Context: an optimization exercise on an open-source flow, tuned for small area, a short achievable clock period and few clock cycles. The choices shown serve that exercise and are no tape-out recipe.
Function was checked by simulation only, so behaviour that the tests miss may differ from the original.
No activity file was given, so power comes from the tool's default toggle rates.

==> wip/delta <==
## deadline_timer_queue
module deadline_timer_queue #(
    parameter int DEPTH = dtq_pkg::DEPTH_DEFAULT
) (
    input  logic                              clk,
    input  logic                              rst_n,
    input  logic                              req_valid,
    output logic                              req_ready,
    input  logic                              req_opcode,
    input  logic [dtq_pkg::DL_W-1:0]          req_deadline,
    input  logic signed [dtq_pkg::TAG_W-1:0]  req_tag,
    output logic                              rsp_valid,
    input  logic                              rsp_ready,
    output logic [1:0]                        rsp_kind,
    output logic [dtq_pkg::DL_W-1:0]          rsp_expired_deadline,
    output logic signed [dtq_pkg::TAG_W-1:0]  rsp_expired_tag,
    output logic                              rsp_switch_due,
    output logic                              rsp_last,
    input  logic                              cfg_we,
    input  logic                              cfg_index,
    input  logic [dtq_pkg::CFG_W-1:0]         cfg_wdata
);
Settings: LEC_CHECK=0, CAP_MARGIN=20, CORE_MARGIN=2, CORE_UTILIZATION=30, SLEW_MARGIN=20; clock period 6.0 ns.
run.sh (not shown) runs the stock make flow with config.mk's settings and CLKGATE_MAP_FILE= SYNTH_SCRIPT=/design/flow/synth_recipe.tcl, a recipe that flattens the netlist after the stock synthesis.
==> inputs of wip/pepper, as changes to wip/delta <==
--- a/flow/design.v
+++ b/flow/design.v
@@ -68,12 +68,51 @@
             below = {x[N-2:0], 1'b0};
             for (s = 1; s < N; s = s * 2)
                 below = below | (below << s);
             lowest = x & ~below;
         end
     endfunction
+    function automatic lt_dl;
+        input [DL_W-1:0] a;
+        input [DL_W-1:0] b;
+        reg   [DL_W-1:0] g, e, gn, en;
+        integer          s, k;
+        begin
+            g = ~a & b;
+            e = ~(a ^ b);
+            for (s = 1; s < DL_W; s = s * 2)
+            begin
+                gn = g;
+                en = e;
+                for (k = s; k < DL_W; k = k + 1)
+                begin
+                    gn[k] = g[k] | (e[k] & g[k-s]);
+                    en[k] = e[k] & e[k-s];
+                end
+                g = gn;
+                e = en;
+            end
+            lt_dl = g[DL_W-1];
+        end
+    endfunction
+    function automatic [HI-1:0] inc_hi;
+        input [HI-1:0] x;
+        reg   [HI-1:0] c, cn;
+        integer        s, k;
+        begin
+            c = {x[HI-2:0], 1'b1};
+            for (s = 1; s < HI; s = s * 2)
+            begin
+                cn = c;
+                for (k = s; k < HI; k = k + 1)
+                    cn[k] = c[k] & c[k-s];
+                c = cn;
+            end
+            inc_hi = x ^ c;
+        end
+    endfunction
     logic [N-1:0]        valid_q;
     logic [N-1:0]        late_q;    
     logic [N-1:0]        g_q;       
     logic [N-1:0]        sw_q;      
     logic [N-1:0]        swk_q;     
     logic [N-1:0]        hq_q;      
@@ -83,24 +122,33 @@
     logic [N*TAG_W-1:0]  tag_q;
     logic [N*N-1:0]      older_q;
     logic [DL_W-1:0]     nt_q;
     logic [DL_W-1:0]     ra_q;
     logic [DL_W-1:0]     ran_q;
     logic [TAG_W-1:0]    marker_q;
+    logic [PER_W-1:0]    pm_q;      
+    logic [1:0]          ras_q;     
+    logic                rac_q;     
+    logic                ranc_q;
+    logic                rdy_q;     
     logic                busy_q;
     logic                anyl_q;    
     logic [N-1:0]        tc_q;      
     logic                bv_q;      
     logic [N-1:0]        best_q;
+    logic                bsw_q;     
+    logic                one_q;     
     logic [DL_W-1:0]     bdl_q;
     logic                swf_q;
     logic [N-1:0]        rs_q;      
     logic                rp_scan_q, rp_rc_q, rp_hs_q;
+    logic                rp_rc2_q, rp_hs2_q;    
     logic                cv_q;      
     logic [N-1:0]        cs_q;
     logic [DL_W-1:0]     cdl_q;
+    logic [TAG_W-1:0]    ctag_q;
     logic                cq_v_q;    
     logic [1:0]          cq_kind_q;
     logic                cq_sw_q;
     logic                ov_q;
     logic                out_free, cq_free, rs_hold, r_go;
     logic                acc, acc_add, acc_tick, s_go;
@@ -115,13 +163,13 @@
     logic [DL_W-1:0]     rd_dl;
     logic [TAG_W-1:0]    rd_tag;
     logic                full;
     logic [N-1:0]        free1h, add_set, rearm_set, arm_set, remove_set;
     logic [DL_W-1:0]     wr_dl;
     logic                late_new, sw_new, rc_match, hs_match, scan_take, add_best, mk_we;
-    logic                wrap_now, wrap_block;
+    logic                wrap_now, ones_next;
     logic [HI-1:0]       nt_hi, nt_hi1, nt_hi2;
     logic                e0, e1, e2, hq_w, hn_w, wr_eq;
     logic [PER_W-1:0]    pe;
     always_comb
     begin
         rd_dl  = '0;
@@ -133,25 +181,25 @@
         end
     end
     assign out_free  = !ov_q || rsp_ready;
     assign r_go      = cq_v_q && out_free;
     assign cq_free   = !cq_v_q || out_free;
     assign rs_hold   = cq_v_q && !out_free && (cq_kind_q == KIND_EXPIRE);
-    assign scan_take = !bv_q || (cdl_q < bdl_q);
-    assign rc_match  = (rd_tag == marker_q);
-    assign hs_match  = (rd_dl[DL_W-1:LO] == nt_hi1);
+    assign scan_take = !bv_q || lt_dl(cdl_q, bdl_q);
+    assign rc_match  = (ctag_q == marker_q);
+    assign hs_match  = (cdl_q[DL_W-1:LO] == nt_hi1);
     assign nt_hi      = nt_q[DL_W-1:LO];
-    assign nt_hi1     = nt_hi + HI'(1);
-    assign nt_hi2     = nt_hi + HI'(2);
+    assign nt_hi1     = inc_hi(nt_hi);
+    assign nt_hi2     = {inc_hi({1'b0, nt_hi[HI-1:1]}), nt_hi[0]};
     assign nt_lo1     = nt_q[LO-1:0] + LO'(1);
     assign rc_need    = valid_q & ~swk_q;
     assign allk       = !(|rc_need);
     assign hs_need    = valid_q & hns_q;
     assign hs_any     = |hs_need;
-    assign wrap_block = (&nt_q[LO-1:0]) && hs_any;
-    assign req_ready  = !busy_q && cq_free && allk && !wrap_block;
+    assign ones_next  = acc_tick ? (nt_q[LO-1:0] == {{(LO-1){1'b1}}, 1'b0}) : (&nt_q[LO-1:0]);
+    assign req_ready  = !busy_q && cq_free && rdy_q;
     assign acc        = req_valid && req_ready;
     assign acc_add    = acc && (req_opcode == OPC_ADD);
     assign acc_tick   = acc && (req_opcode == OPC_TICK);
     assign s_go       = acc_tick || (busy_q && cq_free);
     assign wrap_now   = acc_tick && (&nt_q[LO-1:0]);
     always_comb
@@ -161,20 +209,19 @@
             eqv0[i] = valid_q[i] && !late_q[i] && hq_q[i]
                       && (dl_q[i*DL_W +: LO] == nt_q[LO-1:0]);
             eqv1[i] = valid_q[i] && (wrap_now ? hn_q[i] : hq_q[i])
                       && (dl_q[i*DL_W +: LO] == nt_lo1);
         end
     end
-    assign rl_single   = !(|(late_q & ~lowest(late_q)));
     assign scan_pend   = rp_scan_q || cv_q;
-    assign proc_direct = !scan_pend && !bv_q && rl_single;
+    assign proc_direct = !scan_pend && !bv_q && one_q;
     assign proc_best   = !scan_pend && bv_q && !(|tc_q);
     assign proc_late   = anyl_q && (proc_direct || proc_best);
     assign scan_issue  = anyl_q && (|tc_q) && !proc_direct;
     assign p           = bv_q ? best_q : late_q;
-    assign p_sw        = |(p & sw_q);
+    assign p_sw        = bv_q ? bsw_q : (|(late_q & sw_q));
     assign rl_rest     = late_q & ~p;
     assign ge     = g_q & ~sw_q;
     assign gs     = g_q & sw_q;
     assign any_ge = |ge;
     assign sel_in = anyl_q ? tc_q : ge;
     dtq_ctrl #(.N(N)) u_first (
@@ -192,26 +239,26 @@
     assign full       = &valid_q;
     assign free1h     = lowest(~valid_q);
     assign add_set    = (acc_add && !full) ? free1h : '0;
     assign rearm_set  = late_rearm ? p : (g_phase ? gs : '0);
     assign arm_set    = add_set | rearm_set;
     assign remove_set = late_emit ? p : (g_emit ? first : '0);
-    assign wr_dl      = acc_add ? req_deadline : (busy_q ? ra_q : ran_q);
-    assign late_new   = (req_deadline < nt_q);
-    assign add_best   = acc_add && !full && late_new && (!bv_q || (req_deadline < bdl_q));
+    assign wr_dl      = busy_q ? ra_q : ((req_opcode == OPC_ADD) ? req_deadline : ran_q);
+    assign late_new   = lt_dl(req_deadline, nt_q);
+    assign add_best   = acc_add && !full && late_new && (!bv_q || lt_dl(req_deadline, bdl_q));
     assign sw_new     = (req_tag == marker_q);
     assign mk_we      = cfg_we && (cfg_index == CFG_MARKER);
     assign e0         = (wr_dl[DL_W-1:LO] == nt_hi);
     assign e1         = (wr_dl[DL_W-1:LO] == nt_hi1);
     assign e2         = (wr_dl[DL_W-1:LO] == nt_hi2);
     assign hq_w       = wrap_now ? e1 : e0;
     assign hn_w       = wrap_now ? e2 : e1;
     assign wr_eq      = hq_w && (wr_dl[LO-1:0] == (acc_tick ? nt_lo1 : nt_q[LO-1:0]));
-    assign pe         = (cfg_wdata[PER_W-1:0] == '0) ? PER_W'(1) : cfg_wdata[PER_W-1:0];
-    assign rc_sel = lowest(rc_need);
-    assign hs_sel = lowest(hs_need);
+    assign pe         = (cfg_wdata[PER_W-1:0] == '0) ? '0 : (cfg_wdata[PER_W-1:0] - PER_W'(1));
+    assign rc_sel = lowest(rc_need & ~(rp_rc_q ? rs_q : '0) & ~(rp_rc2_q ? cs_q : '0));
+    assign hs_sel = lowest(hs_need & ~(rp_hs_q ? rs_q : '0) & ~(rp_hs2_q ? cs_q : '0));
     always_ff @(posedge clk or negedge rst_n)
     begin
         if (!rst_n)
         begin
             rs_q      <= '0;
             rp_scan_q <= 1'b0;
@@ -252,19 +299,19 @@
                 hn_q[i] <= hn_w;
             end
             else if (wrap_now)
             begin
                 hq_q[i] <= hn_q[i];
             end
-            else if (rp_hs_q && rs_q[i])
+            else if (rp_hs2_q && cs_q[i])
             begin
                 hn_q[i] <= hs_match;
             end
             if (add_set[i]) sw_q[i] <= sw_new;
             else if (mk_we) sw_q[i] <= 1'b0;
-            else if (rp_rc_q && rs_q[i]) sw_q[i] <= rc_match;
+            else if (rp_rc2_q && cs_q[i]) sw_q[i] <= rc_match;
         end
         always_ff @(posedge clk or negedge rst_n)
         begin
             if (!rst_n)
             begin
                 valid_q[i] <= 1'b0;
@@ -279,14 +326,14 @@
                 if (add_set[i]) late_q[i] <= late_new;
                 else if (s_go && proc_late && p[i]) late_q[i] <= 1'b0;
                 if (g_done) g_q[i] <= arm_set[i] ? wr_eq : (acc_tick ? eqv1[i] : eqv0[i]);
                 else if (g_emit) g_q[i] <= ge[i] && !first[i];
                 else if (!busy_q && !acc_tick) g_q[i] <= arm_set[i] ? wr_eq : eqv0[i];
                 if (mk_we) swk_q[i] <= (tag_q[i*TAG_W +: PB] != cfg_wdata[PB-1:0]);
-                else if (add_set[i] || (rp_rc_q && rs_q[i])) swk_q[i] <= 1'b1;
-                if (arm_set[i] || (rp_hs_q && rs_q[i])) hns_q[i] <= 1'b0;
+                else if (add_set[i] || (rp_rc2_q && cs_q[i])) swk_q[i] <= 1'b1;
+                if (arm_set[i] || (rp_hs2_q && cs_q[i])) hns_q[i] <= 1'b0;
                 else if (wrap_now) hns_q[i] <= 1'b1;
             end
         end
         for (genvar j = 0; j < N; j++)
         begin : g_age
             if (i < j)
@@ -309,13 +356,16 @@
         begin
             busy_q <= 1'b0;
             swf_q  <= 1'b0;
             bv_q   <= 1'b0;
             anyl_q <= 1'b0;
             cv_q   <= 1'b0;
+            rp_rc2_q <= 1'b0;
+            rp_hs2_q <= 1'b0;
             tc_q   <= '0;
+            one_q  <= 1'b0;
         end
         else
         begin
             if (s_go)
             begin
                 busy_q <= !g_done;
@@ -324,58 +374,83 @@
             if (s_go && proc_late) bv_q <= 1'b0;
             else if ((cv_q && scan_take) || add_best) bv_q <= 1'b1;
             if (add_set != '0 && late_new) anyl_q <= 1'b1;
             else if (s_go && proc_late) anyl_q <= |rl_rest;
             if (s_go && proc_late) tc_q <= proc_direct ? '0 : rl_rest;
             else if (s_go && scan_issue) tc_q <= tc_q & ~first;
+            if (s_go && proc_late) one_q <= !(|(rl_rest & ~lowest(rl_rest)));
             cv_q <= rp_scan_q;
+            rp_rc2_q <= rp_rc_q && !mk_we;
+            rp_hs2_q <= rp_hs_q && !(|(rs_q & arm_set));
         end
     end
     always_ff @(posedge clk)
     begin
-        cs_q  <= rs_q;
-        cdl_q <= rd_dl;
+        cs_q   <= rs_q;
+        cdl_q  <= rd_dl;
+        ctag_q <= rd_tag;
         if (add_best)
         begin
             best_q <= free1h;
             bdl_q  <= req_deadline;
+            bsw_q  <= sw_new;
         end
         else if (cv_q && scan_take)
         begin
             best_q <= cs_q;
             bdl_q  <= cdl_q;
+            bsw_q  <= |(cs_q & sw_q);
+        end
+        else if (mk_we)
+        begin
+            bsw_q  <= 1'b0;
+        end
+        else if (rp_rc2_q && (|(cs_q & best_q)))
+        begin
+            bsw_q  <= rc_match;
         end
     end
     always_ff @(posedge clk or negedge rst_n)
     begin
         if (!rst_n)
         begin
             nt_q     <= DL_W'(1);
             ra_q     <= DL_W'(2);
             ran_q    <= DL_W'(3);
             marker_q <= 32'h8000_0000;
+            pm_q     <= PER_W'(1);
+            ras_q    <= 2'd0;
+            rac_q    <= 1'b0;
+            ranc_q   <= 1'b0;
+            rdy_q    <= 1'b1;
         end
         else
         begin
             if (acc_tick)
             begin
                 nt_q  <= nt_q + DL_W'(1);
                 ra_q  <= ran_q;
                 ran_q <= ran_q + DL_W'(1);
             end
+            if (ras_q[0])
+            begin
+                {rac_q,  ra_q[PER_W-1:0]}  <= {1'b0, nt_q[PER_W-1:0]} + {1'b0, pm_q};
+                {ranc_q, ran_q[PER_W-1:0]} <= {1'b0, nt_q[PER_W-1:0]} + {1'b0, pm_q} + (PER_W+1)'(1);
+            end
+            if (ras_q[1])
+            begin
+                ra_q[DL_W-1:PER_W]  <= nt_q[DL_W-1:PER_W] + (DL_W-PER_W)'(rac_q);
+                ran_q[DL_W-1:PER_W] <= nt_q[DL_W-1:PER_W] + (DL_W-PER_W)'(ranc_q);
+            end
+            ras_q <= {ras_q[0], cfg_we && (cfg_index == CFG_PERIOD)};
+            rdy_q <= allk && !mk_we && !(cfg_we && (cfg_index == CFG_PERIOD)) && !ras_q[0]
+                     && !(ones_next && (hs_any || wrap_now));
             if (cfg_we)
             begin
-                if (cfg_index == CFG_MARKER)
-                begin
-                    marker_q <= cfg_wdata;
-                end
-                else
-                begin
-                    ran_q <= nt_q + DL_W'(pe);
-                    ra_q  <= nt_q + DL_W'(pe) - DL_W'(1);
-                end
+                if (cfg_index == CFG_MARKER) marker_q <= cfg_wdata;
+                else                         pm_q     <= pe;
             end
         end
     end
     always_ff @(posedge clk or negedge rst_n)
     begin
         if (!rst_n)
==> flow/config.mk (replaced) <==
export PLATFORM = sky130hd
export DESIGN_NAME = deadline_timer_queue
export DESIGN_NICKNAME = deadline_timer_queue
export VERILOG_FILES = /design/flow/design.v
export SDC_FILE = /design/flow/constraint.sdc
export NUM_CORES = 4
export LEC_CHECK = 0
export CAP_MARGIN = 20
export CELL_PAD_IN_SITES_DETAIL_PLACEMENT = 1
export CORE_MARGIN = 2
export CORE_UTILIZATION = 30
export CTS_CLUSTER_DIAMETER = 60
export CTS_CLUSTER_SIZE = 20
export PLACE_DENSITY = 0.4
export SETUP_SLACK_MARGIN = 2.2
export SLEW_MARGIN = 20
==> inputs of wip/umber, as changes to wip/delta <==
--- a/flow/design.v
+++ b/flow/design.v
@@ -81,19 +81,25 @@
     logic [N-1:0]        hns_q;     
     logic [N*DL_W-1:0]   dl_q;
     logic [N*TAG_W-1:0]  tag_q;
     logic [N*N-1:0]      older_q;
     logic [DL_W-1:0]     nt_q;
     logic [DL_W-1:0]     ra_q;
-    logic [DL_W-1:0]     ran_q;
+    logic [DL_W-1:0]     ra1;
     logic [TAG_W-1:0]    marker_q;
+    logic [PER_W-1:0]    pe_q;      
+    logic                ras_q;     
     logic                busy_q;
     logic                anyl_q;    
     logic [N-1:0]        tc_q;      
     logic                bv_q;      
     logic [N-1:0]        best_q;
+    logic                bsw_q;     
+    logic                one_q;     
+    logic                allk_q;    
+    logic                hsa_q;     
     logic [DL_W-1:0]     bdl_q;
     logic                swf_q;
     logic [N-1:0]        rs_q;      
     logic                rp_scan_q, rp_rc_q, rp_hs_q;
     logic                cv_q;      
     logic [N-1:0]        cs_q;
@@ -144,14 +150,14 @@
     assign nt_hi2     = nt_hi + HI'(2);
     assign nt_lo1     = nt_q[LO-1:0] + LO'(1);
     assign rc_need    = valid_q & ~swk_q;
     assign allk       = !(|rc_need);
     assign hs_need    = valid_q & hns_q;
     assign hs_any     = |hs_need;
-    assign wrap_block = (&nt_q[LO-1:0]) && hs_any;
-    assign req_ready  = !busy_q && cq_free && allk && !wrap_block;
+    assign wrap_block = (&nt_q[LO-1:0]) && hsa_q;
+    assign req_ready  = !busy_q && cq_free && allk_q && !wrap_block && !ras_q;
     assign acc        = req_valid && req_ready;
     assign acc_add    = acc && (req_opcode == OPC_ADD);
     assign acc_tick   = acc && (req_opcode == OPC_TICK);
     assign s_go       = acc_tick || (busy_q && cq_free);
     assign wrap_now   = acc_tick && (&nt_q[LO-1:0]);
     always_comb
@@ -161,20 +167,19 @@
             eqv0[i] = valid_q[i] && !late_q[i] && hq_q[i]
                       && (dl_q[i*DL_W +: LO] == nt_q[LO-1:0]);
             eqv1[i] = valid_q[i] && (wrap_now ? hn_q[i] : hq_q[i])
                       && (dl_q[i*DL_W +: LO] == nt_lo1);
         end
     end
-    assign rl_single   = !(|(late_q & ~lowest(late_q)));
     assign scan_pend   = rp_scan_q || cv_q;
-    assign proc_direct = !scan_pend && !bv_q && rl_single;
+    assign proc_direct = !scan_pend && !bv_q && one_q;
     assign proc_best   = !scan_pend && bv_q && !(|tc_q);
     assign proc_late   = anyl_q && (proc_direct || proc_best);
     assign scan_issue  = anyl_q && (|tc_q) && !proc_direct;
     assign p           = bv_q ? best_q : late_q;
-    assign p_sw        = |(p & sw_q);
+    assign p_sw        = bv_q ? bsw_q : (|(late_q & sw_q));
     assign rl_rest     = late_q & ~p;
     assign ge     = g_q & ~sw_q;
     assign gs     = g_q & sw_q;
     assign any_ge = |ge;
     assign sel_in = anyl_q ? tc_q : ge;
     dtq_ctrl #(.N(N)) u_first (
@@ -192,13 +197,14 @@
     assign full       = &valid_q;
     assign free1h     = lowest(~valid_q);
     assign add_set    = (acc_add && !full) ? free1h : '0;
     assign rearm_set  = late_rearm ? p : (g_phase ? gs : '0);
     assign arm_set    = add_set | rearm_set;
     assign remove_set = late_emit ? p : (g_emit ? first : '0);
-    assign wr_dl      = acc_add ? req_deadline : (busy_q ? ra_q : ran_q);
+    assign ra1        = ra_q + DL_W'(1);
+    assign wr_dl      = busy_q ? ra_q : ((req_opcode == OPC_ADD) ? req_deadline : ra1);
     assign late_new   = (req_deadline < nt_q);
     assign add_best   = acc_add && !full && late_new && (!bv_q || (req_deadline < bdl_q));
     assign sw_new     = (req_tag == marker_q);
     assign mk_we      = cfg_we && (cfg_index == CFG_MARKER);
     assign e0         = (wr_dl[DL_W-1:LO] == nt_hi);
     assign e1         = (wr_dl[DL_W-1:LO] == nt_hi1);
@@ -225,13 +231,13 @@
             rp_hs_q   <= 1'b0;
             if (eng_port)
             begin
                 rs_q      <= proc_late ? p : first;
                 rp_scan_q <= scan_issue && !proc_late;
             end
-            else if (!allk)
+            else if (!allk_q)
             begin
                 rs_q    <= rc_sel;
                 rp_rc_q <= 1'b1;
             end
             else
             begin
@@ -310,12 +316,15 @@
             busy_q <= 1'b0;
             swf_q  <= 1'b0;
             bv_q   <= 1'b0;
             anyl_q <= 1'b0;
             cv_q   <= 1'b0;
             tc_q   <= '0;
+            one_q  <= 1'b0;
+            allk_q <= 1'b1;
+            hsa_q  <= 1'b0;
         end
         else
         begin
             if (s_go)
             begin
                 busy_q <= !g_done;
@@ -324,58 +333,66 @@
             if (s_go && proc_late) bv_q <= 1'b0;
             else if ((cv_q && scan_take) || add_best) bv_q <= 1'b1;
             if (add_set != '0 && late_new) anyl_q <= 1'b1;
             else if (s_go && proc_late) anyl_q <= |rl_rest;
             if (s_go && proc_late) tc_q <= proc_direct ? '0 : rl_rest;
             else if (s_go && scan_issue) tc_q <= tc_q & ~first;
+            if (s_go && proc_late) one_q <= !(|(rl_rest & ~lowest(rl_rest)));
+            allk_q <= allk && !mk_we;
+            hsa_q  <= hs_any || wrap_now;
             cv_q <= rp_scan_q;
         end
     end
     always_ff @(posedge clk)
     begin
         cs_q  <= rs_q;
         cdl_q <= rd_dl;
         if (add_best)
         begin
             best_q <= free1h;
             bdl_q  <= req_deadline;
+            bsw_q  <= sw_new;
         end
         else if (cv_q && scan_take)
         begin
             best_q <= cs_q;
             bdl_q  <= cdl_q;
+            bsw_q  <= |(cs_q & sw_q);
+        end
+        else if (mk_we)
+        begin
+            bsw_q  <= 1'b0;
+        end
+        else if (rp_rc_q && (|(rs_q & best_q)))
+        begin
+            bsw_q  <= rc_match;
         end
     end
     always_ff @(posedge clk or negedge rst_n)
     begin
         if (!rst_n)
         begin
             nt_q     <= DL_W'(1);
             ra_q     <= DL_W'(2);
-            ran_q    <= DL_W'(3);
             marker_q <= 32'h8000_0000;
+            pe_q     <= PER_W'(2);
+            ras_q    <= 1'b0;
         end
         else
         begin
             if (acc_tick)
             begin
                 nt_q  <= nt_q + DL_W'(1);
-                ra_q  <= ran_q;
-                ran_q <= ran_q + DL_W'(1);
+                ra_q  <= ra1;
             end
+            if (ras_q) ra_q <= nt_q + DL_W'(pe_q - PER_W'(1));
+            ras_q <= cfg_we && (cfg_index == CFG_PERIOD);
             if (cfg_we)
             begin
-                if (cfg_index == CFG_MARKER)
-                begin
-                    marker_q <= cfg_wdata;
-                end
-                else
-                begin
-                    ran_q <= nt_q + DL_W'(pe);
-                    ra_q  <= nt_q + DL_W'(pe) - DL_W'(1);
-                end
+                if (cfg_index == CFG_MARKER) marker_q <= cfg_wdata;
+                else                         pe_q     <= pe;
             end
         end
     end
     always_ff @(posedge clk or negedge rst_n)
     begin
         if (!rst_n)
==> flow/config.mk (replaced) <==
export PLATFORM = sky130hd
export DESIGN_NAME = deadline_timer_queue
export DESIGN_NICKNAME = deadline_timer_queue
export VERILOG_FILES = /design/flow/design.v
export SDC_FILE = /design/flow/constraint.sdc
export NUM_CORES = 4
export LEC_CHECK = 0
export CAP_MARGIN = 20
export CELL_PAD_IN_SITES_DETAIL_PLACEMENT = 1
export CORE_MARGIN = 2
export CORE_UTILIZATION = 30
export PLACE_DENSITY = 0.4
export SETUP_SLACK_MARGIN = 1.5
export SLEW_MARGIN = 20
==> comparison table <==
|  | wip/pepper | wip/umber | wip/delta |
|---|---|---|---|
| Result of the run | no timing/DRC/antenna violations | no timing/DRC/antenna violations | failed layout checks |
| Layout check failures | - | - | setup timing |
| Starting utilization of the core area | 30.0% | 30.1% | 30.1% |
| Max Fclk | 0.239 GHz | 0.204 GHz | 0.164 GHz |
| Share of power burned in registers | 38.4% | 38.5% | 37.9% |
| Seq/total area | 51.1% | 51.9% | 53.2% |
| Number of buffers inserted during clock tree synthesis | 439 | 438 | 401 |
| Crit. Startpoint | u_dp.sw_q[13] | u_dp.ra_q[3] | u_dp.valid_q[1] |
| Total met3 wirelength after detailed routing | 121000 um | 105000 um | 121000 um |
| Compound-Gate Fraction of Synth Area | 16.1% | 16.0% | 16.0% |
| Final-layout clock buffer total | 491 | 538 | 521 |
| Number of sinks driven by the clock tree | 3866 | 3782 | 3809 |
| Tapcell Cnt | 7452 | 7234 | 7261 |
| Final nets | 14800 | 14400 | 14500 |
| First-pass GRT wire length | 1420000 um | 1380000 um | 1220000 um |
| Post-synthesis cell type count | 104 | 100 | 95 |
| Post-route worst hold slack | 0.116 ns | 0.0807 ns | 0.0484 ns |
| Final setup violation count | 0 | 0 | 4 |
| Area of placed instances | 0.184 mm^2 | 0.183 mm^2 | 0.186 mm^2 |
| Worst setup endpoint | u_dp.g_q[31] | u_dp.g_q[13] | req_ready |
| Nonclk inv count | 235 | 237 | 246 |
| CP bufs+invs | 1 | 5 | 3 |
| Number of enable flip-flop cells after synthesis | 2791 | 2791 | 2790 |
Testbench counts of wip/delta, summed over its fixed seeds: cycles 6,191.
Testbench counts of wip/pepper, summed over its fixed seeds: cycles 6,206.
Testbench counts of wip/umber, summed over its fixed seeds: cycles 6,199.

==> what the ideal ports hide <==
How much do the figures lean on ideal ports? The routed layouts below were timed once more, with nothing changed but the port constraints. Step 1: set_driving_cell puts a clkbuf_16 on clk and a buf_2 on each other input, an assumption about the parent block. Step 2 also shifts input and output timing later by t, the mid clock arrival at the registers, as if the neighbouring blocks saw the same clock. Slacks: ideal / step 1 / step 2; pairs: ideal / step 1.
run	shift t [ns]	slack for setup (ns)	slew at the worst register clock pin (ns)	worst data-port slew with drivers (ns)
wip/delta	1.194	-0.109 / -0.223 / -0.731	0.08 / 0.08	0.40
wip/pepper	1.194	1.807 / 1.807 / 0.962	0.08 / 0.08	0.18
wip/umber	1.161	1.091 / 1.091 / 0.256	0.07 / 0.07	0.25
The setup slack of wip/pepper, which loses most, moves by 0.000 ns with the drivers and by -0.845 ns with both steps.
